This is an optimization exercise on Yosys and OpenROAD, whose aim is small area, not a production implementation.
Where RTL was checked, it was by simulation tests only, not by an equivalence proof against the original.
Function not checked in run 1: the RTL went through the layout flow alone.

==> flow/design.v <==
module window_mult_pipe #(
  parameter int K   = 3,
  parameter int NI  = 8,
  parameter int NF  = 8,
  parameter int LAT = 2,
  parameter int CW  = 5
) (
  input  logic                            clk,
  input  logic                            rst_n,
  input  logic                            in_valid,
  output logic                            in_ready,
  input  logic                            sgn_i,
  input  logic [K*K*NI-1:0]               i_flat,
  input  logic [K*K*NF-1:0]               f_flat,
  input  logic [CW-1:0]                   row_in,
  input  logic [CW-1:0]                   col_in,
  input  logic                            done_in,
  output logic                            out_valid,
  input  logic                            out_ready,
  output logic [K*K*(NI+NF)-1:0]          d_flat,
  output logic [CW-1:0]                   row_out,
  output logic [CW-1:0]                   col_out,
  output logic                            done_out,
  output logic [NI+NF+$clog2(K*K)-1:0]    sum_o
);
  localparam int N  = K * K;
  localparam int W  = NI + NF;
  localparam int SW = W + $clog2(N);
  localparam int SB = 2 * CW + 1;
  logic w_en;
  assign w_en     = !out_valid || out_ready;
  assign in_ready = w_en;
  logic [2:0] r_vld;
  always_ff @(posedge clk or negedge rst_n) begin
    if (!rst_n)    r_vld <= '0;
    else if (w_en) r_vld <= {r_vld[1:0], in_valid};
  end
  assign out_valid = r_vld[2];
  logic [N*NI-1:0] r1_i;
  logic [N*NF-1:0] r1_f;
  logic            r1_s;
  logic [SB-1:0]   r1_sb, r2_sb, r3_sb;
  logic [N*W-1:0]  r2_d, r3_d;
  logic [N*W-1:0]  w_prod;
  for (genvar e = 0; e < N; e++) begin : g_lane
    wm_mul u_mul (.p(r1_i[e*NI +: NI]), .pn(~r1_i[e*NI +: NI]), .s(r1_s), .f(r1_f[e*NF +: NF]),
                  .fn(~r1_f[e*NF +: NF]), .y(w_prod[e*W +: W]));
  end
  always_ff @(posedge clk) begin
    if (w_en) begin
      r1_i  <= i_flat;
      r1_f  <= f_flat;
      r1_s  <= sgn_i;
      r1_sb <= {done_in, col_in, row_in};
      r2_d  <= w_prod;
      r2_sb <= r1_sb;
      r3_d  <= r2_d;
      r3_sb <= r2_sb;
    end
  end
  logic [SW-1:0] w_sum;
  wm_sum u_sum (.d(r3_d), .y(w_sum));
  assign d_flat   = r3_d;
  assign row_out  = r3_sb[CW-1:0];
  assign col_out  = r3_sb[2*CW-1:CW];
  assign done_out = r3_sb[2*CW];
  assign sum_o    = w_sum;
endmodule
module wm_cpa20 (input logic [19:0] a, input logic [19:0] b, output logic [19:0] y);
  assign y = a + b;
endmodule
module wm_fa (input logic a, input logic b, input logic c, output logic s, output logic co);
  assign s  = a ^ b ^ c;
  assign co = (a & b) | (a & c) | (b & c);
endmodule
module wm_ha (input logic a, input logic b, output logic s, output logic co);
  assign s  = a ^ b;
  assign co = a & b;
endmodule
module wm_mul (
  input  logic [7:0]  p,
  input  logic [7:0]  pn,
  input  logic        s,
  input  logic [7:0]  f,
  input  logic [7:0]  fn,
  output logic [15:0] y
);
  wire q = s & p[7];
  wire pp1 = ~(pn[0] | fn[0]);
  wire pp2 = ~(pn[0] | fn[1]);
  wire pp3 = ~(pn[1] | fn[0]);
  wire pp4 = ~(pn[0] | fn[2]);
  wire pp5 = ~(pn[1] | fn[1]);
  wire pp6 = ~(pn[2] | fn[0]);
  wire pp7 = ~(pn[0] | fn[3]);
  wire pp8 = ~(pn[1] | fn[2]);
  wire pp9 = ~(pn[2] | fn[1]);
  wire pp10 = ~(pn[3] | fn[0]);
  wire pp11 = ~(pn[0] | fn[4]);
  wire pp12 = ~(pn[1] | fn[3]);
  wire pp13 = ~(pn[2] | fn[2]);
  wire pp14 = ~(pn[3] | fn[1]);
  wire pp15 = ~(pn[4] | fn[0]);
  wire pp16 = ~(pn[0] | fn[5]);
  wire pp17 = ~(pn[1] | fn[4]);
  wire pp18 = ~(pn[2] | fn[3]);
  wire pp19 = ~(pn[3] | fn[2]);
  wire pp20 = ~(pn[4] | fn[1]);
  wire pp21 = ~(pn[5] | fn[0]);
  wire pp22 = ~(pn[0] | fn[6]);
  wire pp23 = ~(pn[1] | fn[5]);
  wire pp24 = ~(pn[2] | fn[4]);
  wire pp25 = ~(pn[3] | fn[3]);
  wire pp26 = ~(pn[4] | fn[2]);
  wire pp27 = ~(pn[5] | fn[1]);
  wire pp28 = ~(pn[6] | fn[0]);
  wire pp29 = ~(pn[1] | fn[6]);
  wire pp30 = ~(pn[2] | fn[5]);
  wire pp31 = ~(pn[3] | fn[4]);
  wire pp32 = ~(pn[4] | fn[3]);
  wire pp33 = ~(pn[5] | fn[2]);
  wire pp34 = ~(pn[6] | fn[1]);
  wire pp35 = ~(pn[7] | fn[0]);
  wire pp36 = ~(p[0] & f[7]);
  wire pp37 = ~(pn[2] | fn[6]);
  wire pp38 = ~(pn[3] | fn[5]);
  wire pp39 = ~(pn[4] | fn[4]);
  wire pp40 = ~(pn[5] | fn[3]);
  wire pp41 = ~(pn[6] | fn[2]);
  wire pp42 = ~(pn[7] | fn[1]);
  wire pp43 = ~(p[1] & f[7]);
  wire pp44 = ~(q & f[0]);
  wire pp45 = ~(pn[3] | fn[6]);
  wire pp46 = ~(pn[4] | fn[5]);
  wire pp47 = ~(pn[5] | fn[4]);
  wire pp48 = ~(pn[6] | fn[3]);
  wire pp49 = ~(pn[7] | fn[2]);
  wire pp50 = ~(p[2] & f[7]);
  wire pp51 = ~(q & f[1]);
  wire pp52 = ~(pn[4] | fn[6]);
  wire pp53 = ~(pn[5] | fn[5]);
  wire pp54 = ~(pn[6] | fn[4]);
  wire pp55 = ~(pn[7] | fn[3]);
  wire pp56 = ~(p[3] & f[7]);
  wire pp57 = ~(q & f[2]);
  wire pp58 = ~(pn[5] | fn[6]);
  wire pp59 = ~(pn[6] | fn[5]);
  wire pp60 = ~(pn[7] | fn[4]);
  wire pp61 = ~(p[4] & f[7]);
  wire pp62 = ~(q & f[3]);
  wire pp63 = ~(pn[6] | fn[6]);
  wire pp64 = ~(pn[7] | fn[5]);
  wire pp65 = ~(p[5] & f[7]);
  wire pp66 = ~(q & f[4]);
  wire pp67 = ~(pn[7] | fn[6]);
  wire pp68 = ~(p[6] & f[7]);
  wire pp69 = ~(q & f[5]);
  wire pp70 = ~(p[7] & f[7]);
  wire pp71 = ~(q & f[6]);
  wire pp72 = (q & f[7]);
  wire n73 = ~pp29;
  wire n74 = ~pp37;
  wire s75, c76;
  wm_ha u_ha77 (.a(pp4), .b(pp5), .s(s75), .co(c76));
  wire s78, c79;
  wm_fa u_fa80 (.a(pp7), .b(pp8), .c(pp9), .s(s78), .co(c79));
  wire s81, c82;
  wm_ha u_ha83 (.a(pp10), .b(c76), .s(s81), .co(c82));
  wire s84, c85;
  wm_fa u_fa86 (.a(pp11), .b(pp12), .c(pp13), .s(s84), .co(c85));
  wire s87, c88;
  wm_fa u_fa89 (.a(pp14), .b(pp15), .c(c79), .s(s87), .co(c88));
  wire s90, c91;
  wm_ha u_ha92 (.a(c82), .b(s84), .s(s90), .co(c91));
  wire s93, c94;
  wm_fa u_fa95 (.a(pp16), .b(pp17), .c(pp18), .s(s93), .co(c94));
  wire s96, c97;
  wm_fa u_fa98 (.a(pp19), .b(pp20), .c(pp21), .s(s96), .co(c97));
  wire s99, c100;
  wm_fa u_fa101 (.a(c85), .b(s93), .c(s96), .s(s99), .co(c100));
  wire s102, c103;
  wm_ha u_ha104 (.a(c91), .b(c88), .s(s102), .co(c103));
  wire s105, c106;
  wm_fa u_fa107 (.a(pp22), .b(pp23), .c(pp24), .s(s105), .co(c106));
  wire s108, c109;
  wm_fa u_fa110 (.a(pp25), .b(pp26), .c(pp27), .s(s108), .co(c109));
  wire s111, c112;
  wm_fa u_fa113 (.a(pp28), .b(c94), .c(c97), .s(s111), .co(c112));
  wire s114, c115;
  wm_fa u_fa116 (.a(s105), .b(s108), .c(s111), .s(s114), .co(c115));
  wire s117, c118;
  wm_ha u_ha119 (.a(c100), .b(c103), .s(s117), .co(c118));
  wire s120, c121;
  wm_fa u_fa122 (.a(pp30), .b(pp31), .c(pp32), .s(s120), .co(c121));
  wire s123, c124;
  wm_fa u_fa125 (.a(pp33), .b(pp34), .c(pp35), .s(s123), .co(c124));
  wire s126, c127;
  wm_fa u_fa128 (.a(pp36), .b(n73), .c(c106), .s(s126), .co(c127));
  wire s129, c130;
  wm_fa u_fa131 (.a(c109), .b(s120), .c(s123), .s(s129), .co(c130));
  wire s132, c133;
  wm_fa u_fa134 (.a(c112), .b(s126), .c(s129), .s(s132), .co(c133));
  wire s135, c136;
  wm_ha u_ha137 (.a(c118), .b(c115), .s(s135), .co(c136));
  wire s138, c139;
  wm_fa u_fa140 (.a(pp38), .b(pp39), .c(pp40), .s(s138), .co(c139));
  wire s141, c142;
  wm_fa u_fa143 (.a(pp41), .b(pp42), .c(pp43), .s(s141), .co(c142));
  wire s144, c145;
  wm_fa u_fa146 (.a(pp44), .b(pp29), .c(n74), .s(s144), .co(c145));
  wire s147, c148;
  wm_fa u_fa149 (.a(c121), .b(c124), .c(s138), .s(s147), .co(c148));
  wire s150, c151;
  wm_fa u_fa152 (.a(s141), .b(s144), .c(c127), .s(s150), .co(c151));
  wire s153, c154;
  wm_fa u_fa155 (.a(c130), .b(s147), .c(s150), .s(s153), .co(c154));
  wire s156, c157;
  wm_ha u_ha158 (.a(c133), .b(c136), .s(s156), .co(c157));
  wire s159, c160;
  wm_fa u_fa161 (.a(pp45), .b(pp46), .c(pp47), .s(s159), .co(c160));
  wire s162, c163;
  wm_fa u_fa164 (.a(pp48), .b(pp49), .c(pp50), .s(s162), .co(c163));
  wire s165, c166;
  wm_fa u_fa167 (.a(pp51), .b(pp37), .c(c139), .s(s165), .co(c166));
  wire s168, c169;
  wm_fa u_fa170 (.a(c142), .b(c145), .c(s159), .s(s168), .co(c169));
  wire s171, c172;
  wm_fa u_fa173 (.a(s162), .b(c148), .c(s165), .s(s171), .co(c172));
  wire s174, c175;
  wm_fa u_fa176 (.a(s168), .b(c151), .c(s171), .s(s174), .co(c175));
  wire s177, c178;
  wm_ha u_ha179 (.a(c154), .b(c157), .s(s177), .co(c178));
  wire s180, c181;
  wm_fa u_fa182 (.a(pp52), .b(pp53), .c(pp54), .s(s180), .co(c181));
  wire s183, c184;
  wm_fa u_fa185 (.a(pp55), .b(pp56), .c(pp57), .s(s183), .co(c184));
  wire s186, c187;
  wm_fa u_fa188 (.a(c160), .b(c163), .c(s180), .s(s186), .co(c187));
  wire s189, c190;
  wm_fa u_fa191 (.a(s183), .b(c166), .c(c169), .s(s189), .co(c190));
  wire s192, c193;
  wm_fa u_fa194 (.a(s186), .b(c172), .c(s189), .s(s192), .co(c193));
  wire s195, c196;
  wm_ha u_ha197 (.a(c175), .b(s192), .s(s195), .co(c196));
  wire s198, c199;
  wm_fa u_fa200 (.a(pp58), .b(pp59), .c(pp60), .s(s198), .co(c199));
  wire s201, c202;
  wm_fa u_fa203 (.a(pp61), .b(pp62), .c(c181), .s(s201), .co(c202));
  wire s204, c205;
  wm_fa u_fa206 (.a(c184), .b(s198), .c(c187), .s(s204), .co(c205));
  wire s207, c208;
  wm_fa u_fa209 (.a(s201), .b(c190), .c(s204), .s(s207), .co(c208));
  wire s210, c211;
  wm_ha u_ha212 (.a(c193), .b(s207), .s(s210), .co(c211));
  wire s213, c214;
  wm_fa u_fa215 (.a(pp63), .b(pp64), .c(pp65), .s(s213), .co(c214));
  wire s216, c217;
  wm_fa u_fa218 (.a(pp66), .b(c199), .c(s213), .s(s216), .co(c217));
  wire s219, c220;
  wm_fa u_fa221 (.a(c202), .b(s216), .c(c205), .s(s219), .co(c220));
  wire s222, c223;
  wm_ha u_ha224 (.a(c208), .b(s219), .s(s222), .co(c223));
  wire s225, c226;
  wm_fa u_fa227 (.a(pp67), .b(pp68), .c(pp69), .s(s225), .co(c226));
  wire s228, c229;
  wm_fa u_fa230 (.a(c214), .b(s225), .c(c217), .s(s228), .co(c229));
  wire s231, c232;
  wm_ha u_ha233 (.a(s228), .b(c220), .s(s231), .co(c232));
  wire s234, c235;
  wm_fa u_fa236 (.a(pp70), .b(pp71), .c(c226), .s(s234), .co(c235));
  wire s237, c238;
  wm_ha u_ha239 (.a(s234), .b(c229), .s(s237), .co(c238));
  wire x240 = pp72 ^ c235;
  wire s241, c242;
  wm_ha u_ha243 (.a(pp2), .b(pp3), .s(s241), .co(c242));
  wire s244, c245;
  wm_fa u_fa246 (.a(pp6), .b(s75), .c(c242), .s(s244), .co(c245));
  wire s247, c248;
  wm_fa u_fa249 (.a(s78), .b(s81), .c(c245), .s(s247), .co(c248));
  wire s250, c251;
  wm_fa u_fa252 (.a(s90), .b(s87), .c(c248), .s(s250), .co(c251));
  wire s253, c254;
  wm_fa u_fa255 (.a(s99), .b(s102), .c(c251), .s(s253), .co(c254));
  wire s256, c257;
  wm_fa u_fa258 (.a(s117), .b(s114), .c(c254), .s(s256), .co(c257));
  wire s259, c260;
  wm_fa u_fa261 (.a(s132), .b(s135), .c(c257), .s(s259), .co(c260));
  wire s262, c263;
  wm_fa u_fa264 (.a(s153), .b(s156), .c(c260), .s(s262), .co(c263));
  wire s265, c266;
  wm_fa u_fa267 (.a(s174), .b(s177), .c(c263), .s(s265), .co(c266));
  wire s268, c269;
  wm_ha u_ha270 (.a(c178), .b(s195), .s(s268), .co(c269));
  wire s271, c272;
  wm_fa u_fa273 (.a(c196), .b(s210), .c(c269), .s(s271), .co(c272));
  wire s274, c275;
  wm_fa u_fa276 (.a(s222), .b(c211), .c(c272), .s(s274), .co(c275));
  wire s277, c278;
  wm_fa u_fa279 (.a(s231), .b(c223), .c(c275), .s(s277), .co(c278));
  wire s280, c281;
  wm_fa u_fa282 (.a(s237), .b(c232), .c(c278), .s(s280), .co(c281));
  wire x283 = x240 ^ c238 ^ c281;
  wire y284 = s268 ^ c266;
  wire k285 = c266 & s268;
  wire y286 = s271 ^ k285;
  wire k287 = k285 & s271;
  wire y288 = s274 ^ k287;
  wire k289 = k287 & s274;
  wire y290 = s277 ^ k289;
  wire k291 = k289 & s277;
  wire y292 = s280 ^ k291;
  wire k293 = k291 & s280;
  wire y294 = x283 ^ k293;
  assign y = {y294, y292, y290, y288, y286, y284, s265, s262, s259, s256, s253, s250, s247, s244, s241, pp1};
endmodule
module wm_sum (
  input  logic [143:0] d,
  output logic [19:0]  y
);
  wire t1 = ~d[15];
  wire t2 = ~d[31];
  wire t3 = ~d[47];
  wire t4 = ~d[63];
  wire t5 = ~d[79];
  wire t6 = ~d[95];
  wire t7 = ~d[111];
  wire t8 = ~d[127];
  wire t9 = ~d[143];
  wire n10 = ~t1;
  wire n11 = ~t1;
  wire n12 = ~t1;
  wire s13, c14;
  wm_fa u_fa15 (.a(d[0]), .b(d[16]), .c(d[32]), .s(s13), .co(c14));
  wire s16, c17;
  wm_fa u_fa18 (.a(d[48]), .b(d[64]), .c(d[80]), .s(s16), .co(c17));
  wire s19, c20;
  wm_fa u_fa21 (.a(d[96]), .b(d[112]), .c(d[128]), .s(s19), .co(c20));
  wire s22, c23;
  wm_ha u_ha24 (.a(s13), .b(s16), .s(s22), .co(c23));
  wire s25, c26;
  wm_fa u_fa27 (.a(d[1]), .b(d[17]), .c(d[33]), .s(s25), .co(c26));
  wire s28, c29;
  wm_fa u_fa30 (.a(d[49]), .b(d[65]), .c(d[81]), .s(s28), .co(c29));
  wire s31, c32;
  wm_fa u_fa33 (.a(d[97]), .b(d[113]), .c(d[129]), .s(s31), .co(c32));
  wire s34, c35;
  wm_fa u_fa36 (.a(c14), .b(c17), .c(c20), .s(s34), .co(c35));
  wire s37, c38;
  wm_fa u_fa39 (.a(s25), .b(s28), .c(s31), .s(s37), .co(c38));
  wire s40, c41;
  wm_ha u_ha42 (.a(c23), .b(s34), .s(s40), .co(c41));
  wire s43, c44;
  wm_fa u_fa45 (.a(d[2]), .b(d[18]), .c(d[34]), .s(s43), .co(c44));
  wire s46, c47;
  wm_fa u_fa48 (.a(d[50]), .b(d[66]), .c(d[82]), .s(s46), .co(c47));
  wire s49, c50;
  wm_fa u_fa51 (.a(d[98]), .b(d[114]), .c(d[130]), .s(s49), .co(c50));
  wire s52, c53;
  wm_fa u_fa54 (.a(c26), .b(c29), .c(c32), .s(s52), .co(c53));
  wire s55, c56;
  wm_fa u_fa57 (.a(s43), .b(s46), .c(s49), .s(s55), .co(c56));
  wire s58, c59;
  wm_fa u_fa60 (.a(c35), .b(c38), .c(s52), .s(s58), .co(c59));
  wire s61, c62;
  wm_ha u_ha63 (.a(s55), .b(c41), .s(s61), .co(c62));
  wire s64, c65;
  wm_fa u_fa66 (.a(d[3]), .b(d[19]), .c(d[35]), .s(s64), .co(c65));
  wire s67, c68;
  wm_fa u_fa69 (.a(d[51]), .b(d[67]), .c(d[83]), .s(s67), .co(c68));
  wire s70, c71;
  wm_fa u_fa72 (.a(d[99]), .b(d[115]), .c(d[131]), .s(s70), .co(c71));
  wire s73, c74;
  wm_fa u_fa75 (.a(c44), .b(c47), .c(c50), .s(s73), .co(c74));
  wire s76, c77;
  wm_fa u_fa78 (.a(s64), .b(s67), .c(s70), .s(s76), .co(c77));
  wire s79, c80;
  wm_fa u_fa81 (.a(c53), .b(c56), .c(s73), .s(s79), .co(c80));
  wire s82, c83;
  wm_fa u_fa84 (.a(s76), .b(c59), .c(c62), .s(s82), .co(c83));
  wire s85, c86;
  wm_fa u_fa87 (.a(d[4]), .b(d[20]), .c(d[36]), .s(s85), .co(c86));
  wire s88, c89;
  wm_fa u_fa90 (.a(d[52]), .b(d[68]), .c(d[84]), .s(s88), .co(c89));
  wire s91, c92;
  wm_fa u_fa93 (.a(d[100]), .b(d[116]), .c(d[132]), .s(s91), .co(c92));
  wire s94, c95;
  wm_fa u_fa96 (.a(c65), .b(c68), .c(c71), .s(s94), .co(c95));
  wire s97, c98;
  wm_fa u_fa99 (.a(s85), .b(s88), .c(s91), .s(s97), .co(c98));
  wire s100, c101;
  wm_fa u_fa102 (.a(c74), .b(c77), .c(s94), .s(s100), .co(c101));
  wire s103, c104;
  wm_fa u_fa105 (.a(s97), .b(c80), .c(s100), .s(s103), .co(c104));
  wire s106, c107;
  wm_fa u_fa108 (.a(d[5]), .b(d[21]), .c(d[37]), .s(s106), .co(c107));
  wire s109, c110;
  wm_fa u_fa111 (.a(d[53]), .b(d[69]), .c(d[85]), .s(s109), .co(c110));
  wire s112, c113;
  wm_fa u_fa114 (.a(d[101]), .b(d[117]), .c(d[133]), .s(s112), .co(c113));
  wire s115, c116;
  wm_fa u_fa117 (.a(c86), .b(c89), .c(c92), .s(s115), .co(c116));
  wire s118, c119;
  wm_fa u_fa120 (.a(s106), .b(s109), .c(s112), .s(s118), .co(c119));
  wire s121, c122;
  wm_fa u_fa123 (.a(c95), .b(c98), .c(s115), .s(s121), .co(c122));
  wire s124, c125;
  wm_fa u_fa126 (.a(s118), .b(c101), .c(s121), .s(s124), .co(c125));
  wire s127, c128;
  wm_fa u_fa129 (.a(d[6]), .b(d[22]), .c(d[38]), .s(s127), .co(c128));
  wire s130, c131;
  wm_fa u_fa132 (.a(d[54]), .b(d[70]), .c(d[86]), .s(s130), .co(c131));
  wire s133, c134;
  wm_fa u_fa135 (.a(d[102]), .b(d[118]), .c(d[134]), .s(s133), .co(c134));
  wire s136, c137;
  wm_fa u_fa138 (.a(c107), .b(c110), .c(c113), .s(s136), .co(c137));
  wire s139, c140;
  wm_fa u_fa141 (.a(s127), .b(s130), .c(s133), .s(s139), .co(c140));
  wire s142, c143;
  wm_fa u_fa144 (.a(c116), .b(c119), .c(s136), .s(s142), .co(c143));
  wire s145, c146;
  wm_fa u_fa147 (.a(s139), .b(c122), .c(s142), .s(s145), .co(c146));
  wire s148, c149;
  wm_fa u_fa150 (.a(d[7]), .b(d[23]), .c(d[39]), .s(s148), .co(c149));
  wire s151, c152;
  wm_fa u_fa153 (.a(d[55]), .b(d[71]), .c(d[87]), .s(s151), .co(c152));
  wire s154, c155;
  wm_fa u_fa156 (.a(d[103]), .b(d[119]), .c(d[135]), .s(s154), .co(c155));
  wire s157, c158;
  wm_fa u_fa159 (.a(c128), .b(c131), .c(c134), .s(s157), .co(c158));
  wire s160, c161;
  wm_fa u_fa162 (.a(s148), .b(s151), .c(s154), .s(s160), .co(c161));
  wire s163, c164;
  wm_fa u_fa165 (.a(c137), .b(c140), .c(s157), .s(s163), .co(c164));
  wire s166, c167;
  wm_fa u_fa168 (.a(s160), .b(c143), .c(s163), .s(s166), .co(c167));
  wire s169, c170;
  wm_fa u_fa171 (.a(d[8]), .b(d[24]), .c(d[40]), .s(s169), .co(c170));
  wire s172, c173;
  wm_fa u_fa174 (.a(d[56]), .b(d[72]), .c(d[88]), .s(s172), .co(c173));
  wire s175, c176;
  wm_fa u_fa177 (.a(d[104]), .b(d[120]), .c(d[136]), .s(s175), .co(c176));
  wire s178, c179;
  wm_fa u_fa180 (.a(c149), .b(c152), .c(c155), .s(s178), .co(c179));
  wire s181, c182;
  wm_fa u_fa183 (.a(s169), .b(s172), .c(s175), .s(s181), .co(c182));
  wire s184, c185;
  wm_fa u_fa186 (.a(c158), .b(c161), .c(s178), .s(s184), .co(c185));
  wire s187, c188;
  wm_fa u_fa189 (.a(s181), .b(c164), .c(s184), .s(s187), .co(c188));
  wire s190, c191;
  wm_fa u_fa192 (.a(d[9]), .b(d[25]), .c(d[41]), .s(s190), .co(c191));
  wire s193, c194;
  wm_fa u_fa195 (.a(d[57]), .b(d[73]), .c(d[89]), .s(s193), .co(c194));
  wire s196, c197;
  wm_fa u_fa198 (.a(d[105]), .b(d[121]), .c(d[137]), .s(s196), .co(c197));
  wire s199, c200;
  wm_fa u_fa201 (.a(c170), .b(c173), .c(c176), .s(s199), .co(c200));
  wire s202, c203;
  wm_fa u_fa204 (.a(s190), .b(s193), .c(s196), .s(s202), .co(c203));
  wire s205, c206;
  wm_fa u_fa207 (.a(c179), .b(c182), .c(s199), .s(s205), .co(c206));
  wire s208, c209;
  wm_fa u_fa210 (.a(s202), .b(c185), .c(s205), .s(s208), .co(c209));
  wire s211, c212;
  wm_fa u_fa213 (.a(d[10]), .b(d[26]), .c(d[42]), .s(s211), .co(c212));
  wire s214, c215;
  wm_fa u_fa216 (.a(d[58]), .b(d[74]), .c(d[90]), .s(s214), .co(c215));
  wire s217, c218;
  wm_fa u_fa219 (.a(d[106]), .b(d[122]), .c(d[138]), .s(s217), .co(c218));
  wire s220, c221;
  wm_fa u_fa222 (.a(c191), .b(c194), .c(c197), .s(s220), .co(c221));
  wire s223, c224;
  wm_fa u_fa225 (.a(s211), .b(s214), .c(s217), .s(s223), .co(c224));
  wire s226, c227;
  wm_fa u_fa228 (.a(c200), .b(c203), .c(s220), .s(s226), .co(c227));
  wire s229, c230;
  wm_fa u_fa231 (.a(s223), .b(c206), .c(s226), .s(s229), .co(c230));
  wire s232, c233;
  wm_fa u_fa234 (.a(d[11]), .b(d[27]), .c(d[43]), .s(s232), .co(c233));
  wire s235, c236;
  wm_fa u_fa237 (.a(d[59]), .b(d[75]), .c(d[91]), .s(s235), .co(c236));
  wire s238, c239;
  wm_fa u_fa240 (.a(d[107]), .b(d[123]), .c(d[139]), .s(s238), .co(c239));
  wire s241, c242;
  wm_fa u_fa243 (.a(c212), .b(c215), .c(c218), .s(s241), .co(c242));
  wire s244, c245;
  wm_fa u_fa246 (.a(s232), .b(s235), .c(s238), .s(s244), .co(c245));
  wire s247, c248;
  wm_fa u_fa249 (.a(c221), .b(c224), .c(s241), .s(s247), .co(c248));
  wire s250, c251;
  wm_fa u_fa252 (.a(s244), .b(c227), .c(s247), .s(s250), .co(c251));
  wire s253, c254;
  wm_fa u_fa255 (.a(d[12]), .b(d[28]), .c(d[44]), .s(s253), .co(c254));
  wire s256, c257;
  wm_fa u_fa258 (.a(d[60]), .b(d[76]), .c(d[92]), .s(s256), .co(c257));
  wire s259, c260;
  wm_fa u_fa261 (.a(d[108]), .b(d[124]), .c(d[140]), .s(s259), .co(c260));
  wire s262, c263;
  wm_fa u_fa264 (.a(c233), .b(c236), .c(c239), .s(s262), .co(c263));
  wire s265, c266;
  wm_fa u_fa267 (.a(s253), .b(s256), .c(s259), .s(s265), .co(c266));
  wire s268, c269;
  wm_fa u_fa270 (.a(c242), .b(c245), .c(s262), .s(s268), .co(c269));
  wire s271, c272;
  wm_fa u_fa273 (.a(s265), .b(c248), .c(s268), .s(s271), .co(c272));
  wire s274, c275;
  wm_fa u_fa276 (.a(d[13]), .b(d[29]), .c(d[45]), .s(s274), .co(c275));
  wire s277, c278;
  wm_fa u_fa279 (.a(d[61]), .b(d[77]), .c(d[93]), .s(s277), .co(c278));
  wire s280, c281;
  wm_fa u_fa282 (.a(d[109]), .b(d[125]), .c(d[141]), .s(s280), .co(c281));
  wire s283, c284;
  wm_fa u_fa285 (.a(c254), .b(c257), .c(c260), .s(s283), .co(c284));
  wire s286, c287;
  wm_fa u_fa288 (.a(s274), .b(s277), .c(s280), .s(s286), .co(c287));
  wire s289, c290;
  wm_fa u_fa291 (.a(c263), .b(c266), .c(s283), .s(s289), .co(c290));
  wire s292, c293;
  wm_fa u_fa294 (.a(s286), .b(c269), .c(s289), .s(s292), .co(c293));
  wire s295, c296;
  wm_fa u_fa297 (.a(d[14]), .b(d[30]), .c(d[46]), .s(s295), .co(c296));
  wire s298, c299;
  wm_fa u_fa300 (.a(d[62]), .b(d[78]), .c(d[94]), .s(s298), .co(c299));
  wire s301, c302;
  wm_fa u_fa303 (.a(d[110]), .b(d[126]), .c(d[142]), .s(s301), .co(c302));
  wire s304, c305;
  wm_fa u_fa306 (.a(c275), .b(c278), .c(c281), .s(s304), .co(c305));
  wire s307, c308;
  wm_fa u_fa309 (.a(s295), .b(s298), .c(s301), .s(s307), .co(c308));
  wire s310, c311;
  wm_fa u_fa312 (.a(c284), .b(c287), .c(s304), .s(s310), .co(c311));
  wire s313, c314;
  wm_fa u_fa315 (.a(s307), .b(c290), .c(s310), .s(s313), .co(c314));
  wire s316, c317;
  wm_fa u_fa318 (.a(t2), .b(t3), .c(t4), .s(s316), .co(c317));
  wire s319, c320;
  wm_fa u_fa321 (.a(t5), .b(t6), .c(t7), .s(s319), .co(c320));
  wire s322, c323;
  wm_fa u_fa324 (.a(t8), .b(t9), .c(n10), .s(s322), .co(c323));
  wire s325, c326;
  wm_fa u_fa327 (.a(c296), .b(c299), .c(c302), .s(s325), .co(c326));
  wire s328, c329;
  wm_fa u_fa330 (.a(s316), .b(s319), .c(s322), .s(s328), .co(c329));
  wire s331, c332;
  wm_fa u_fa333 (.a(c305), .b(c308), .c(s325), .s(s331), .co(c332));
  wire s334, c335;
  wm_fa u_fa336 (.a(s328), .b(c311), .c(s331), .s(s334), .co(c335));
  wire s337, c338;
  wm_fa u_fa339 (.a(n11), .b(c317), .c(c320), .s(s337), .co(c338));
  wire s340, c341;
  wm_fa u_fa342 (.a(c323), .b(c326), .c(s337), .s(s340), .co(c341));
  wire s343, c344;
  wm_fa u_fa345 (.a(c329), .b(c332), .c(s340), .s(s343), .co(c344));
  wire s346, c347;
  wm_fa u_fa348 (.a(n12), .b(c338), .c(c341), .s(s346), .co(c347));
  wire g349 = s19 & s22;
  wire p350 = s19 ^ s22;
  wire g351 = s37 & s40;
  wire p352 = s37 ^ s40;
  wire g353 = s58 & s61;
  wire p354 = s58 ^ s61;
  wire g355 = s79 & s82;
  wire p356 = s79 ^ s82;
  wire g357 = c83 & s103;
  wire p358 = c83 ^ s103;
  wire g359 = c104 & s124;
  wire p360 = c104 ^ s124;
  wire g361 = c125 & s145;
  wire p362 = c125 ^ s145;
  wire g363 = c146 & s166;
  wire p364 = c146 ^ s166;
  wire g365 = c167 & s187;
  wire p366 = c167 ^ s187;
  wire g367 = c188 & s208;
  wire p368 = c188 ^ s208;
  wire g369 = c209 & s229;
  wire p370 = c209 ^ s229;
  wire g371 = c230 & s250;
  wire p372 = c230 ^ s250;
  wire g373 = c251 & s271;
  wire p374 = c251 ^ s271;
  wire g375 = c272 & s292;
  wire p376 = c272 ^ s292;
  wire g377 = c293 & s313;
  wire p378 = c293 ^ s313;
  wire g379 = c314 & s334;
  wire p380 = c314 ^ s334;
  wire g381 = c335 & s343;
  wire p382 = c335 ^ s343;
  wire g383 = c344 & s346;
  wire p384 = c344 ^ s346;
  wire g385 = t1 & c347;
  wire p386 = t1 ^ c347;
  wire G387 = g351 | (p352 & g349);
  wire P388 = p352 & p350;
  wire G389 = g355 | (p356 & g353);
  wire P390 = p356 & p354;
  wire G391 = g359 | (p360 & g357);
  wire P392 = p360 & p358;
  wire G393 = g363 | (p364 & g361);
  wire P394 = p364 & p362;
  wire G395 = g367 | (p368 & g365);
  wire P396 = p368 & p366;
  wire G397 = g371 | (p372 & g369);
  wire P398 = p372 & p370;
  wire G399 = g375 | (p376 & g373);
  wire P400 = p376 & p374;
  wire G401 = g379 | (p380 & g377);
  wire P402 = p380 & p378;
  wire G403 = g383 | (p384 & g381);
  wire P404 = p384 & p382;
  wire G405 = 1'b0 | (1'b1 & g385);
  wire P406 = 1'b1 & p386;
  wire G407 = g353 | (p354 & G387);
  wire P408 = p354 & P388;
  wire G409 = G389 | (P390 & G387);
  wire P410 = P390 & P388;
  wire G411 = g361 | (p362 & G391);
  wire P412 = p362 & P392;
  wire G413 = G393 | (P394 & G391);
  wire P414 = P394 & P392;
  wire G415 = g369 | (p370 & G395);
  wire P416 = p370 & P396;
  wire G417 = G397 | (P398 & G395);
  wire P418 = P398 & P396;
  wire G419 = g377 | (p378 & G399);
  wire P420 = p378 & P400;
  wire G421 = G401 | (P402 & G399);
  wire P422 = P402 & P400;
  wire G423 = g385 | (p386 & G403);
  wire P424 = p386 & P404;
  wire G425 = G405 | (P406 & G403);
  wire P426 = P406 & P404;
  wire G427 = g357 | (p358 & G409);
  wire P428 = p358 & P410;
  wire G429 = G391 | (P392 & G409);
  wire P430 = P392 & P410;
  wire G431 = G411 | (P412 & G409);
  wire P432 = P412 & P410;
  wire G433 = G413 | (P414 & G409);
  wire P434 = P414 & P410;
  wire G435 = g373 | (p374 & G417);
  wire P436 = p374 & P418;
  wire G437 = G399 | (P400 & G417);
  wire P438 = P400 & P418;
  wire G439 = G419 | (P420 & G417);
  wire P440 = P420 & P418;
  wire G441 = G421 | (P422 & G417);
  wire P442 = P422 & P418;
  wire G443 = g365 | (p366 & G433);
  wire P444 = p366 & P434;
  wire G445 = G395 | (P396 & G433);
  wire P446 = P396 & P434;
  wire G447 = G415 | (P416 & G433);
  wire P448 = P416 & P434;
  wire G449 = G417 | (P418 & G433);
  wire P450 = P418 & P434;
  wire G451 = G435 | (P436 & G433);
  wire P452 = P436 & P434;
  wire G453 = G437 | (P438 & G433);
  wire P454 = P438 & P434;
  wire G455 = G439 | (P440 & G433);
  wire P456 = P440 & P434;
  wire G457 = G441 | (P442 & G433);
  wire P458 = P442 & P434;
  wire G459 = g381 | (p382 & G457);
  wire P460 = p382 & P458;
  wire G461 = G403 | (P404 & G457);
  wire P462 = P404 & P458;
  wire G463 = G423 | (P424 & G457);
  wire P464 = P424 & P458;
  wire G465 = G425 | (P426 & G457);
  wire P466 = P426 & P458;
  wire y467 = p352 ^ g349;
  wire y468 = p354 ^ G387;
  wire y469 = p356 ^ G407;
  wire y470 = p358 ^ G409;
  wire y471 = p360 ^ G427;
  wire y472 = p362 ^ G429;
  wire y473 = p364 ^ G431;
  wire y474 = p366 ^ G433;
  wire y475 = p368 ^ G443;
  wire y476 = p370 ^ G445;
  wire y477 = p372 ^ G447;
  wire y478 = p374 ^ G449;
  wire y479 = p376 ^ G451;
  wire y480 = p378 ^ G453;
  wire y481 = p380 ^ G455;
  wire y482 = p382 ^ G457;
  wire y483 = p384 ^ G459;
  wire y484 = p386 ^ G461;
  wire y485 = 1'b1 ^ G463;
  assign y = {y485, y484, y483, y482, y481, y480, y479, y478, y477, y476, y475, y474, y473, y472, y471, y470, y469, y468, y467, p350};
endmodule
==> flow/flow/run.sh <==
#!/bin/bash
# The standard layout, with the port buffers made of the smallest buffer and a clock tree
# without dummy loads. Each tool's output goes to orfs/logs; make's own output to flow_make.log.
set -euo pipefail
bash standard.sh \
  "BUFFER_PORTS_ARGS=-buffer_cell sky130_fd_sc_hd__buf_1" \
  "CTS_ARGS=-sink_clustering_enable -repair_clock_nets -dont_use_dummy_load -sink_clustering_size 18 -sink_clustering_max_diameter 60 -buf_list {sky130_fd_sc_hd__clkbuf_8}" \
  finish > flow_make.log 2>&1
==> flow/standard.sh <==
#!/bin/bash
# synth_recipe.tcl (not shown) runs the flow's synth.tcl, then flattens the netlist and writes it again
# the make line also repeats each setting of config.mk as NAME=value (left out here)
make -C /OpenROAD-flow-scripts/flow DESIGN_CONFIG=/design/flow/config.mk WORK_HOME=/design/flow/orfs CLKGATE_MAP_FILE= SYNTH_SCRIPT=/design/flow/synth_recipe.tcl "${@:-finish}"
==> flow/config.mk <==
export PLATFORM = sky130hd
export DESIGN_NAME = window_mult_pipe
export DESIGN_NICKNAME = window_mult_pipe
export VERILOG_FILES = /design/flow/design.v
export SDC_FILE = /design/flow/constraint.sdc
export NUM_CORES = 4
export LEC_CHECK = 0
export CAP_MARGIN = 20
export CORE_MARGIN = 2
export CORE_UTILIZATION = 60
export PLACE_DENSITY = 0.72
export SLEW_MARGIN = 20
export SYNTH_HIERARCHICAL = 1
==> flow/constraint.sdc <==
create_clock -name core_clock -period 6.5 [get_ports {clk}]
set_input_delay 1.3000 -clock core_clock [delete_from_list [all_inputs] [get_ports {clk}]]
set_output_delay 1.3000 -clock core_clock [all_outputs]
set_load 0.01 [all_outputs]
==> flow_summary.toml, run 1 <==
[cells_and_area]
drive_above_1_share_pct = 5.520
num-nets-final = 3590
area_growth_pct = 5.141
final_common_cell = "fa_1"
utilization_pct = 63.81
layout_common_cells = "fa_1, nor2_1, edfxtp_1"

[timing]
drv_slew = 0
setup_tns_ns = 0
worst_slew_pin_slew_ns = 0.9545
fin_skew_ns = 0.05042
max_slew_margin_pct = 36.37
fin_crit_ns = 6.338
max_freq_mhz = 157.8
setup_violations = 0
final_hold_viol_count = 0
finalCritPeriodShare_pct = 97.51

[grt]
antenna_found_initial = 1
grt-ovfl-total = 0
grt_pass1_vias = 20320
grt_max_degree = 154
grt_pass1_wl_um = 117900
grtUsageTotal_pct = 26.91

[routing]
wl_per_cell_um = 22.42
wl_met1_um = 30880
routed_wl_um = 75860
drt_iter0_markers = 1119
drc = 0
dr.pass1.iters = 7
met3_length_um = 5656
dr.max_layer_used = "met4"
wl_met2_um = 37140
num_vias = 18611
antenna_left = 0
via_per_inst = 5.500

[place]
dp_hpwl_um = 62430
place_congestion = 0.9382
port_buffers = 336

[run_status]
status = "finished clean"

[yosys]
syn_area_per_cell_um2 = 14.03
syn_nets = 3401
syn_area_mm2 = 0.03422
yosysWarnings = 7
syn_inst = 2440

[die]
dieArea_mm2 = 0.05896
die_x_um = 242.8
initial_core_util_pct = 60.69
io_pins = 337
row_count = 87
coreArea_mm2 = 0.05639
die_h_um = 242.8

[worst_setup_path]
reg2reg_from = "r1_s$_DFFE_PP_"
path_cells = "fa_1 -> fa_1 -> fa_1 -> fa_1 -> ha_1 -> o211ai_1 -> or3_4 -> a21oi_4 -> nor2_1 -> nand2_1 -> fa_2 -> xor2_2 -> buf_2"
start_kind = "flip-flop"
crit_type = "flip-flop to output port"
cp_slowest_cell = "fa_1"
slowest_delay_ns = 0.57
crit_fanout = 3
cp-end-kind = "output port"
ff2ff_setup_slack_ns = 0.38
required_ns = 5.20
worst_ep_arrival_time_ns = 5.04
r2r_end = "r2_d[95]$_DFFE_PP_"
cp_common_cell = "fa_1"
ff2ff_path_depth = 16

[run]
maxCapViolations = 0

[cts]
cts_root_buf = "clkbuf_8"
cts_num_sinks = 469
cts_buffer_depth = 3
clkSlewWorstSetupHoldPaths_ns = 0.11
worstSkewPairLatency_ns = 0.66
cts-htree-levels = 2
cts_tree = "built"
cts-buffers-inserted = 44

[hold_path]
whs_path_depth = 0
holdCritPathClass = "flip-flop to flip-flop"
holdPathEnd = "r3_d[81]$_DFFE_PP_"
min_from = "r2_d[81]$_DFFE_PP_"
==> timing repair <==
item / CTS / global route
hold buffers: 0 / 0
pin swaps: 3 / 8
setup endpoints to repair: 4 / 7
gates resized for setup: 6 / 24
setup buffers: 6 / 17
==> worst max-delay path, delay by kind of cell (launching register included) <==
| kind | cells | cell delay, ns |
|---|---|---|
| buffers and inverters | 1 | 0.18 |
| and+or+nand+nor | 3 | 0.61 |
| xor gates and xnor gates | 1 | 0.23 |
| AOI/OAI and AO/OA | 2 | 0.33 |
| adders and majority gates | 6 | 2.53 |
| DFF | 1 | 0.52 |
==> area by class of cell <==
| class | instances | area [um^2] |
|---|---|---|
| inverter | 172 | 645.6 |
| fill | 4309 | 20410 |
| timing repair buffer | 379 | 1623 |
| tap | 756 | 945.9 |
| sequential | 469 | 14070 |
| clock buffer | 44 | 605.6 |
| antenna | 1 | 2.502 |
| multi-input combinational | 1563 | 18090 |
==> stage by stage <==
| stage | hold slack [ns] | cell area, um^2 | cells | setup slack [ns] |
|---|---|---|---|---|
| 3_5_place_dp | 0.4045 | 35100 | 3316 | 0.4199 |
| 4_1_cts | 0.3770 | 35780 | 3366 | 0.0002993 |
| 5_1_grt | 0.3960 | 35980 | 3384 | -0.001378 |
| 3_3_place_gp | 0.4002 | 35100 | 3316 | 0.6151 |
| 2_1_floorplan | 0.4003 | 34220 | 2440 | 0.6197 |
| 6_report | 0.3762 | 35980 | 3384 | 0.1618 |
==> registers in the layout, indices dropped and copies added (netlist names) <==
| name | count |
|---|---|
| r3_d | 144 |
| r2_d | 144 |
| r3_sb | 11 |
| r_vld | 3 |
| r2_sb | 11 |
| r1_sb | 11 |
| r1_i | 72 |
| r1_s | 1 |
| r1_f | 72 |
==> layer usage <==
metal  vias up  global-route usage [%]
li1       8067                       -
met1      9818                   37.85
met2       626                   43.31
met3       100                   5.429
met4         0                   7.759
met5         -                       0
==> worst max path at each step <==
stage	from	endpoint
after CTS	r3_d[10]$_DFFE_PP_	sum_o[17]
after floorplan	r1_s$_DFFE_PP_	r2_d[111]$_DFFE_PP_
after global routing	r3_d[49]$_DFFE_PP_	sum_o[9]
after global placement	r1_s$_DFFE_PP_	r2_d[95]$_DFFE_PP_
final	r3_d[19]$_DFFE_PP_	sum_o[17]
after detailed placement	r1_s$_DFFE_PP_	r2_d[95]$_DFFE_PP_
==> run 2, diff against run 1 <==
--- a/flow/design.v
+++ b/flow/design.v
@@ -41,11 +41,14 @@
   logic            r1_s;
   logic [SB-1:0]   r1_sb, r2_sb, r3_sb;
   logic [N*W-1:0]  r2_d, r3_d;
+  logic [SW-1:0]   r3_sum;
+  logic [SW-1:0]   w_sum;
   logic [N*W-1:0]  w_prod;
   for (genvar e = 0; e < N; e++) begin : g_lane
     wm_mul u_mul (.p(r1_i[e*NI +: NI]), .pn(~r1_i[e*NI +: NI]), .s(r1_s), .f(r1_f[e*NF +: NF]),
                   .fn(~r1_f[e*NF +: NF]), .y(w_prod[e*W +: W]));
   end
+  wm_sum u_sum (.d(r2_d), .y(w_sum));
   always_ff @(posedge clk) begin
     if (w_en) begin
       r1_i  <= i_flat;
@@ -56,18 +59,14 @@
       r2_sb <= r1_sb;
       r3_d  <= r2_d;
       r3_sb <= r2_sb;
+      r3_sum <= w_sum;
     end
   end
-  logic [SW-1:0] w_sum;
-  wm_sum u_sum (.d(r3_d), .y(w_sum));
   assign d_flat   = r3_d;
   assign row_out  = r3_sb[CW-1:0];
   assign col_out  = r3_sb[2*CW-1:CW];
   assign done_out = r3_sb[2*CW];
-  assign sum_o    = w_sum;
-endmodule
-module wm_cpa20 (input logic [19:0] a, input logic [19:0] b, output logic [19:0] y);
-  assign y = a + b;
+  assign sum_o    = r3_sum;
 endmodule
 module wm_fa (input logic a, input logic b, input logic c, output logic s, output logic co);
   assign s  = a ^ b ^ c;
--- a/flow/config.mk
+++ b/flow/config.mk
@@ -5,6 +5,7 @@
 export SDC_FILE = /design/flow/constraint.sdc
 export NUM_CORES = 4
 export LEC_CHECK = 0
+export ABC_AREA = 1
 export CAP_MARGIN = 20
 export CORE_MARGIN = 2
 export CORE_UTILIZATION = 60
==> run 2 against run 1 <==
Net effect:
- design area rose by 2.2%
- synthesized area increased by 3.4%
- clock skew increased by 0.018 ns
- core utilization shrank 1.1 points
- cell count up 6.6%
- critical path depth rose by 8
- die area grew 3.4%
- wire length up 2.6%
- critical endpoint is now r2_d[47]$_DFFE_PP_
==> flow_summary.toml, run 2 <==
[timing]
fin_skew_ns = 0.06818
rsz0062_at_grt = "no"
fin_crit_ns = 5.844
setup_tns_ns = 0
drv_slew = 0
worst_slew_pin_slew_ns = 0.9181
finalCritPeriodShare_pct = 89.91
max_slew_margin_pct = 38.80
setup_ws_ns = 0.6556
final_hold_viol_count = 0
setup_violations = 0
max_freq_mhz = 171.1

[yosys]
syn_nets = 3643
yosysWarnings = 7
syn_area_mm2 = 0.03539
syn_area_per_cell_um2 = 13.20
syn_inst = 2682

[worst_setup_path]
required_ns = 6.91
cp-end-kind = "flip-flop"
crit_fanout = 27
path_cells = "buf_12 -> nand2_1 -> inv_1 -> nand2_1 -> fa_1 -> fa_1 -> fa_1 -> fa_1 -> ha_1 -> ha_1 -> fa_1 -> fa_1 -> fa_1 -> fa_1 -> ha_1 -> inv_1 -> nand4_1 -> nand2_1 -> nand2_1 -> nand2_1 -> inv_1"
slowest_delay_ns = 0.50
cp_slowest_cell = "fa_1"
cp_common_cell = "fa_1"
start_kind = "flip-flop"
worst_ep_arrival_time_ns = 6.26
crit_type = "flip-flop to flip-flop"

[routing]
num_vias = 19759
drc = 0
dr.pass1.iters = 6
antenna_left = 0
routed_wl_um = 77850
drt_iter0_markers = 1307
wl_per_cell_um = 21.58
via_per_inst = 5.476

[cts]
ctsResizeCount = 0
cts_tree = "built"
cts_root_buf = "clkbuf_8"
cts_buffer_depth = 3
cts-buffers-inserted = 47
cts-htree-levels = 2
clkSlewWorstSetupHoldPaths_ns = 0.10
cts_num_sinks = 489
worstSkewPairLatency_ns = 0.68
post_cts_buffers = 0
hold_buffers = 0

[run]
maxCapViolations = 0

[cells_and_area]
fill_cells = 4481
layout_common_cells = "fa_1, nor2_1, edfxtp_1"
final_common_cell = "fa_1"
num-nets-final = 3797
utilization_pct = 62.67
reg_top3 = "r2_d (144), r3_d (144)"
instances_no_fill = 3608
drive_above_1_share_pct = 2.858
area_growth_pct = 3.917

[grt]
grt_pass1_vias = 21340
grt-ovfl-total = 0
grtUsageTotal_pct = 26.95
grt_max_degree = 173
antenna_found_initial = 1
grt_pass1_wl_um = 121500

[die]
io_pins = 337
initial_core_util_pct = 60.31
die_x_um = 246.9
row_count = 89
coreArea_mm2 = 0.05869
dieArea_mm2 = 0.06094
die_h_um = 246.9

[place]
port_buffers = 336
preCtsSetupSlack_ns = 0.6265
placedCellCount = 3560
dp_hpwl_um = 63640
place_congestion = 0.8944

[run_status]
status = "finished clean"

[hold_path]
holdCritPathClass = "flip-flop to flip-flop"
run 2: stage by stage:
stage	cell area, um^2	hold slack [ns]
floorplan	35400	0.4003
global placement	36130	0.4011
detailed placement	36130	0.4052
CTS	36770	0.4037
global route	36780	0.4187
finish	36780	0.4082
run 2: worst max-delay path: cells and delay by family, from the launching register on:
kind          cells  cell delay (ns)
fa+ha+maj        11             4.10
buf+inv           4             0.56
flops             1             0.37
simple gates      6             0.57
run 2: final cells by class:
| type | instances | area, um^2 | area share (%) |
|---|---|---|---|
| Multi-Input combinational cell | 1708 | 18220 | 49.54 |
| Sequential cell | 489 | 14670 | 39.89 |
| Timing Repair Buffer | 341 | 1336 | 3.634 |
| Tap cell | 773 | 967.2 | 2.630 |
| Inverter | 249 | 934.6 | 2.541 |
| Clock buffer | 47 | 646.9 | 1.759 |
| Antenna cell | 1 | 2.502 | 0.006804 |
run 2: worst paths after layout:
path	from	endpoint	depth (start not counted)	slack (ns)
hold reg to reg	r1_sb[6]$_DFFE_PP_	r2_sb[6]$_DFFE_PP_	0	0.41
setup / recovery	r1_s$_DFFE_PP_	r2_d[47]$_DFFE_PP_	21	0.66
setup reg to reg	r1_s$_DFFE_PP_	r2_d[47]$_DFFE_PP_	21	0.66
min in group asynchronous	rst_n	r_vld[0]$_DFFE_PN0P_	1	0.48
hold / removal	r1_sb[6]$_DFFE_PP_	r2_sb[6]$_DFFE_PP_	0	0.41
max in group asynchronous	rst_n	r_vld[1]$_DFFE_PN0P_	1	5.87
run 2: metal layers:
layer / routed length, um / track usage, %
met2: 37800 / 43.43
met3: 5572 / 4.363
met4: 2875 / 9.391
met5: 0 / 0
met1: 31600 / 37.74
==> run 3, diff against run 2 <==
--- a/flow/config.mk
+++ b/flow/config.mk
@@ -5,7 +5,6 @@
 export SDC_FILE = /design/flow/constraint.sdc
 export NUM_CORES = 4
 export LEC_CHECK = 0
-export ABC_AREA = 1
 export CAP_MARGIN = 20
 export CORE_MARGIN = 2
 export CORE_UTILIZATION = 60
==> run 3 against run 2 <==
Net effect:
- via count is 4.9% lower
- flip-flop and latch count stayed put
- non-clock buffer count is 4 higher
- sequential share of layout area is 0.57 points higher
- die area is 1.6% lower
- critical path depth is 5 lower
- still clean on timing, DRC and antenna
- first-iteration DRC count is 5.9% lower
- critical path type unchanged
- highest routed layer unchanged
- global-route usage is 0.40 points lower
- wire length is 3.3% lower
==> flow_summary.toml, run 3 <==
[routing]
via_per_inst = 5.555
drc = 0
num_vias = 18791
antenna_left = 0
drt_iter0_markers = 1230
dr.pass1.iters = 5
routed_wl_um = 75260
wl_per_cell_um = 22.25

[worst_setup_path]
cp-end-kind = "flip-flop"
ff2ff_path_depth = 16
path_cells = "buf_4 -> and2_1 -> nand2_1 -> fa_1 -> fa_1 -> fa_1 -> fa_1 -> ha_1 -> ha_1 -> fa_1 -> fa_1 -> fa_1 -> fa_1 -> ha_1 -> xor2_1 -> xnor3_1"
cp_common_cell = "fa_1"
worst_ep_arrival_time_ns = 6.49
cp_slowest_cell = "fa_1"
start_kind = "flip-flop"
ff2ff_setup_slack_ns = 0.38
required_ns = 6.86
slowest_delay_ns = 0.53
crit_fanout = 17
r2r_end = "r2_d[47]$_DFFE_PP_"
crit_type = "flip-flop to flip-flop"
reg2reg_from = "r1_s$_DFFE_PP_"

[cts]
cts_num_sinks = 489
cts-htree-levels = 2
cts-buffers-inserted = 47
cts_root_buf = "clkbuf_8"
ctsResizeCount = 0
post_cts_buffers = 0
cts_buffer_depth = 3
hold_buffers = 0
worstSkewPairLatency_ns = 0.67
clkSlewWorstSetupHoldPaths_ns = 0.07
cts_tree = "built"

[cells_and_area]
final_common_cell = "fa_1"
area_growth_pct = 4.129
reg_top3 = "r2_d (144), r3_d (144)"
layout_common_cells = "fa_1, nor2_1, edfxtp_1"
drive_above_1_share_pct = 3.287
num-nets-final = 3579
finalInstanceArea_mm2 = 0.03626
utilization_pct = 62.97

[grt]
grt_pass1_wl_um = 118000
grt-ovfl-total = 0
grt_pass1_vias = 20725
antenna_found_initial = 1
grt_max_degree = 187
grtUsageTotal_pct = 26.55

[timing]
whs_ns = 0.4258
fin_crit_ns = 6.124
setup_tns_ns = 0
finalCritPeriodShare_pct = 94.22
rsz0062_at_grt = "no"
setup_ws_ns = 0.3755
max_slew_margin_pct = 33.69
max_freq_mhz = 163.3
fin_skew_ns = 0.07777
drv_slew = 0
final_hold_viol_count = 0
setup_violations = 0
worst_slew_pin_slew_ns = 0.9947

[run_status]
status = "finished clean"

[die]
io_pins = 337
row_count = 88
dieArea_mm2 = 0.05998
die_x_um = 244.9
die_h_um = 244.9
coreArea_mm2 = 0.05759
initial_core_util_pct = 60.47

[place]
dp_hpwl_um = 61610
port_buffers = 336
dpl_cell_area_mm2 = 0.03561
preCtsSetupSlack_ns = 0.3642
place_congestion = 0.9075

[yosys]
syn_area_mm2 = 0.03482
yosysWarnings = 7
syn_inst = 2460
syn_nets = 3421
syn_area_per_cell_um2 = 14.16

[hold_path]
whs_path_depth = 0
holdPathEnd = "r3_sb[9]$_DFFE_PP_"
holdCritPathClass = "flip-flop to flip-flop"
min_from = "r2_sb[9]$_DFFE_PP_"

[run]
maxCapViolations = 0
run 3: cell types whose count changed in the layout (fill, tap and decap cells not counted), sizes merged, moves of 4 or more:
cell / before / now
a21o: 0 / 4
and2: 1 / 9
and3: 0 / 4
buf: 341 / 345
inv: 249 / 172
nand2: 327 / 141
nand3: 38 / 12
nand4: 9 / 0
nor2: 508 / 491
nor3: 1 / 5
o21ai: 0 / 6
or2: 1 / 18
xnor3: 0 / 9
xor2: 8 / 26
run 3: cell type report:
class	instances	area (um^2)
Antenna cell	2	5.005
Inverter	172	645.6
Timing Repair Buffer	345	1341
Tap cell	765	957.2
Sequential cell	489	14670
Fill cell	4360	21330
Clock buffer	47	646.9
Multi-Input combinational cell	1563	17990
run 3: metal layers:
| metal | part of all wire [%] | vias to the layer above | global-route usage (%) | wire, um |
|---|---|---|---|---|
| li1 | - | 8088 | - | - |
| met1 | 41 | 9860 | 37.67 | 30710 |
| met2 | 49 | 738 | 42.91 | 36940 |
| met3 | 6.8 | 105 | 4.231 | 5148 |
| met4 | 3.3 | 0 | 8.286 | 2464 |
| met5 | 0 | - | 0 | 0 |
run 3: per-stage QoR:
stage	cells
after floorplan	2460
after global placement	3334
after detailed placement	3334
after CTS	3381
after global routing	3383
final	3383
run 3: how the worst max path moves through the flow:
stage | cells after the start | from | slack, ns | endpoint
final | 16 | r1_s$_DFFE_PP_ | 0.38 | r2_d[47]$_DFFE_PP_
after global routing | 16 | r1_s$_DFFE_PP_ | 0.21 | r2_d[47]$_DFFE_PP_
after CTS | 16 | r1_s$_DFFE_PP_ | 0.37 | r2_d[47]$_DFFE_PP_
after detailed placement | 16 | r1_s$_DFFE_PP_ | 0.36 | r2_d[47]$_DFFE_PP_
after global placement | 16 | r1_s$_DFFE_PP_ | 0.56 | r2_d[79]$_DFFE_PP_
after floorplan | 1 | out_ready | 0.53 | in_ready
run 3: worst max-delay path, delay by kind of cell (launching register included):
family | cells | cell delay (ns)
flip-flops | 1 | 0.31
buffers and inverters | 1 | 0.33
AND/OR/NAND/NOR | 2 | 0.49
adder cells (fa/ha/maj) | 11 | 4.18
XOR/XNOR | 2 | 0.56

==> afterwards: timing with drivers on the ports <==
No port has a modelled driver above. Below, the same layouts with a new extraction and two added sets of constraints. Step 1, drivers: a clkbuf_16 drives clk and a buf_2 each remaining input, both assumed. Step 2 moves the port delays by t, midway between the first and last clock arrival at a register: inputs arrive t later, outputs are due t later. That takes back most of the time a late clock gives input paths. Three values: ideal ports, drivers, drivers and shift; two values: the first two.
run	t (ns)	slack for setup (ns)	worst setup path at the end	worst data-port slew with drivers (ns)	pins driven straight from the clock port
run 1	0.691	0.162 / 0.104 / 0.380	register to register	0.04	1
run 2	0.699	0.656 / 0.656 / 0.656	register to register	0.05	1
run 3	0.696	0.376 / 0.376 / 0.376	register to register	0.05	1
After both steps setup and hold are still met in every run listed.
